What follows belongs to an exercise in optimizing a design on an open flow for small area, a short achievable clock period and few clock cycles per item; a production flow would make more cautious choices. At most, simulation tests tie the RTL to the original design; equivalence was not proved. Power is estimated from default activity; no workload was simulated. The flow treats the clock pin as an ideal source, which a real chip does not have.

## mining_job_tag_result_matcher_core
module mining_job_tag_result_matcher_core #(
  parameter int JOB_SLOTS = 128
) (
  input  logic                              clk,
  input  logic                              rst,
  input  logic                              in_valid,
  output logic                              in_ready,
  input  logic                              action,
  input  logic [31:0]                       job_version,
  input  logic                              nonce_resp,
  input  logic [31:0]                       frame_word,
  input  logic [7:0]                        frame_addr_byte,
  input  logic [7:0]                        frame_tag_byte,
  input  logic [15:0]                       frame_version,
  output logic                              out_valid,
  input  logic                              out_ready,
  output logic [mjtm_pkg::STATUS_W-1:0]     status,
  output logic [mjtm_pkg::TAG_W-1:0]        tag,
  output logic [mjtm_pkg::CHIP_W-1:0]       chip_index,
  output logic [mjtm_pkg::KIND_W-1:0]       register_kind,
  output logic [31:0]                       data_word,
  output logic [31:0]                       full_version,
  input  logic                              psel,
  input  logic                              penable,
  input  logic                              pwrite,
  input  logic [mjtm_pkg::PADDR_W-1:0]      paddr,
  input  logic [31:0]                       pwdata,
  output logic [31:0]                       prdata,
  output logic                              pready
);
Settings: LEC_CHECK=0, ABC_CLOCK_PERIOD_IN_PS=2000, CAP_MARGIN=20, CORE_MARGIN=2, CORE_UTILIZATION=65, CTS_CLUSTER_DIAMETER=100, CTS_CLUSTER_SIZE=30, SETUP_SLACK_MARGIN=1.95, SLEW_MARGIN=20, TNS_END_PERCENT=20; clock period 4.0 ns.
standard.sh (not shown) runs the stock make flow with config.mk's settings and CLKGATE_MAP_FILE= SYNTH_SCRIPT=/design/flow/synth_recipe.tcl, a recipe that flattens the netlist after the stock synthesis.
==> flow/flow/run.sh <==
#!/bin/bash
# Standard synthesis, then the standard layout with port buffers of
# sky130_fd_sc_hd__buf_2 and no dummy loads in the clock tree.
set -euo pipefail
bash standard.sh synth > synth.log 2>&1
bash standard.sh \
  "BUFFER_PORTS_ARGS=-buffer_cell sky130_fd_sc_hd__buf_2" \
  "CTS_ARGS=-sink_clustering_enable -repair_clock_nets -dont_use_dummy_load -sink_clustering_size 30 -sink_clustering_max_diameter 100" \
  finish > layout.log 2>&1
The starting point passed the timing, design-rule and antenna checks.
Testbench counts at the start, summed over its fixed seeds: cycles 3,224, items 3,200.
Next try:
--- a/flow/design.v
+++ b/flow/design.v
@@ -745,25 +745,16 @@
   input  logic                              psel,
   input  logic                              penable,
   input  logic                              pwrite,
   input  logic [mjtm_pkg::PADDR_W-1:0]      paddr,
   input  logic [31:0]                       pwdata,
   output logic [31:0]                       prdata,
   output logic                              pready
 );
-  function automatic logic ge4(input logic [3:0] r, input logic [3:0] h,
-                               input logic lo);
-    logic [3:0] g;            
-    logic [3:0] n;            
-    g = r & ~h;
-    n = r | ~h;
-    ge4 = g[3] | (n[3] & g[2]) | (n[3] & n[2] & g[1]) |
-          (n[3] & n[2] & n[1] & g[0]) | (n[3] & n[2] & n[1] & n[0] & lo);
-  endfunction
   logic [8:0]  spacing;
   logic [8:0]  spacing_n;     
   logic        sp_wr;
   assign pready = 1'b1;
   assign sp_wr  = psel && penable && pwrite && !paddr[2];
   always_ff @(posedge clk) begin
     if (rst) begin
       spacing   <= mjtm_pkg::INTERVAL_RESET;
@@ -873,39 +864,41 @@
     .t (a_dvd[7:4]),
     .s (sf),
     .q (a_qh),
     .r (a_rh)
   );
   logic [15:1] a_loge;
   always_comb begin
     for (int m = 1; m < 16; m++) begin
-      a_loge[m] = ge4(a_dvd[3:0], mval[m][3:0], 1'b1);
+      a_loge[m] = a_dvd[3:0] >= mval[m][3:0];
     end
   end
   logic        s1_issue;
   logic        s1_nonce;
   logic        s1_reg;
   logic        s1_hit;
   logic [15:0] s1_sel;        
+  logic [15:0] s1_sel_n;      
   logic        s1_k8x;
   logic [2:0]  s1_kraw;       
   logic [31:0] s1_word;       
   logic [15:0] s1_fver;
   logic [3:0]  s1_qh;
   logic [3:0]  s1_rh;
   logic [15:1] s1_loge;
   always_ff @(posedge clk) begin
     if (adv) begin
       s1_issue <= a_issue;
       s1_nonce <= a_nonce;
       s1_reg   <= a_reg;
       s1_hit   <= a_hit;
       for (int i = 0; i < 16; i++) begin
         s1_sel[i]   <= (a_issue || a_nonce) && (a_tag == 4'(i));
+        s1_sel_n[i] <= !((a_issue || a_nonce) && (a_tag == 4'(i)));
       end
       s1_k8x   <= a_k8x;
       s1_kraw  <= frame_tag_byte[2:0];
       s1_word  <= action ? frame_word : job_version;
       s1_fver  <= frame_version;
       s1_qh    <= a_qh;
       s1_rh    <= a_rh;
       s1_loge  <= a_loge;
@@ -913,17 +906,18 @@
   end
   logic s1_nhit;              
   logic s1_div;               
   assign s1_nhit = s1_nonce && s1_hit;
   assign s1_div  = s1_reg || s1_nhit;
   logic [15:1] b_ge;
   always_comb begin
     for (int m = 1; m < 16; m++) begin
-      b_ge[m] = s1_div && !mbig[m] && ge4(s1_rh, mval[m][7:4], s1_loge[m]);
+      b_ge[m] = s1_div && !mbig[m] &&
+                ((s1_rh > mval[m][7:4]) || ((s1_rh == mval[m][7:4]) && s1_loge[m]));
     end
   end
   logic [3:0] b_ql;
   assign b_ql[3] = b_ge[8];
   assign b_ql[2] = (b_ge[4] & !b_ge[8]) | b_ge[12];
   assign b_ql[1] = (b_ge[2] & !b_ge[4]) | (b_ge[6] & !b_ge[8]) |
                    (b_ge[10] & !b_ge[12]) | b_ge[14];
   assign b_ql[0] = (b_ge[1] & !b_ge[2]) | (b_ge[3] & !b_ge[4]) |
@@ -970,17 +964,18 @@
   end
   logic [31:0] version_mem [16];
   logic [31:0] s2_rd;
   logic [3:0]  s2_tag;
   always_comb begin
     s2_rd  = '0;
     s2_tag = '0;
     for (int i = 0; i < 16; i++) begin
-      s2_rd  = s2_rd | ({32{s2_sel[i]}} & version_mem[i]);
+      s2_rd[15:0]  = s2_rd[15:0] | ({16{s2_sel[i]}} & version_mem[i][15:0]);
+      s2_rd[31:16] = s2_rd[31:16] | ({16{!s1_sel_n[i]}} & version_mem[i][31:16]);
       s2_tag = s2_tag | ({4{s2_sel[i]}} & 4'(i));
     end
   end
   always_ff @(posedge clk) begin
     for (int i = 0; i < 16; i++) begin
       if (v1 && s2_issue && s2_sel[i]) begin
         version_mem[i] <= s2_word;
       end
Effect: The new run completed without violations; worst setup slack improved by 0.074 ns; total power grows by 4.5%; cell area grows by 5.7%; hold slack improved by 0.052 ns; die area grows by 5.7%; clock skew shrinks by 0.0041 ns; synthesized area grows by 5.8%; final cell count grows by 5.4%; sequential power grows by 2.3%; via count grows by 4.7%; count of clock-buffer cells in the layout grows by 3; non-clock buffer count does not change.
For the second run of this note, only the layout was checked, not whether the RTL still works.

-- static timing again, ports no longer ideal --
No port has a modelled driver above. Below, the same layouts with a new extraction and two added sets of constraints.
Step 1, drivers: a clkbuf_16 drives clk and a buf_2 each remaining input, both assumed.
Step 2 also shifts input and output timing later by t, the mid clock arrival at the registers, as if the neighbouring blocks saw the same clock.
a / b / c = ideal / step 1 / step 2; a / b = the first two.
| run | shift t [ns] | slack for setup (ns) | latest minus earliest clock arrival (ns) | worst slew at a driven data input, ns |
|---|---|---|---|---|
| the first run | 0.683 | 1.634 / 1.634 / 1.176 | 0.080 / 0.080 | 0.05 |
| the second run | 0.634 | 1.708 / 1.708 / 1.180 | 0.078 / 0.078 | 0.05 |
After both steps every run listed still meets setup and hold. The setup slack of the second run, which loses most, moves by 0.000 ns with the drivers and by -0.528 ns with both steps.
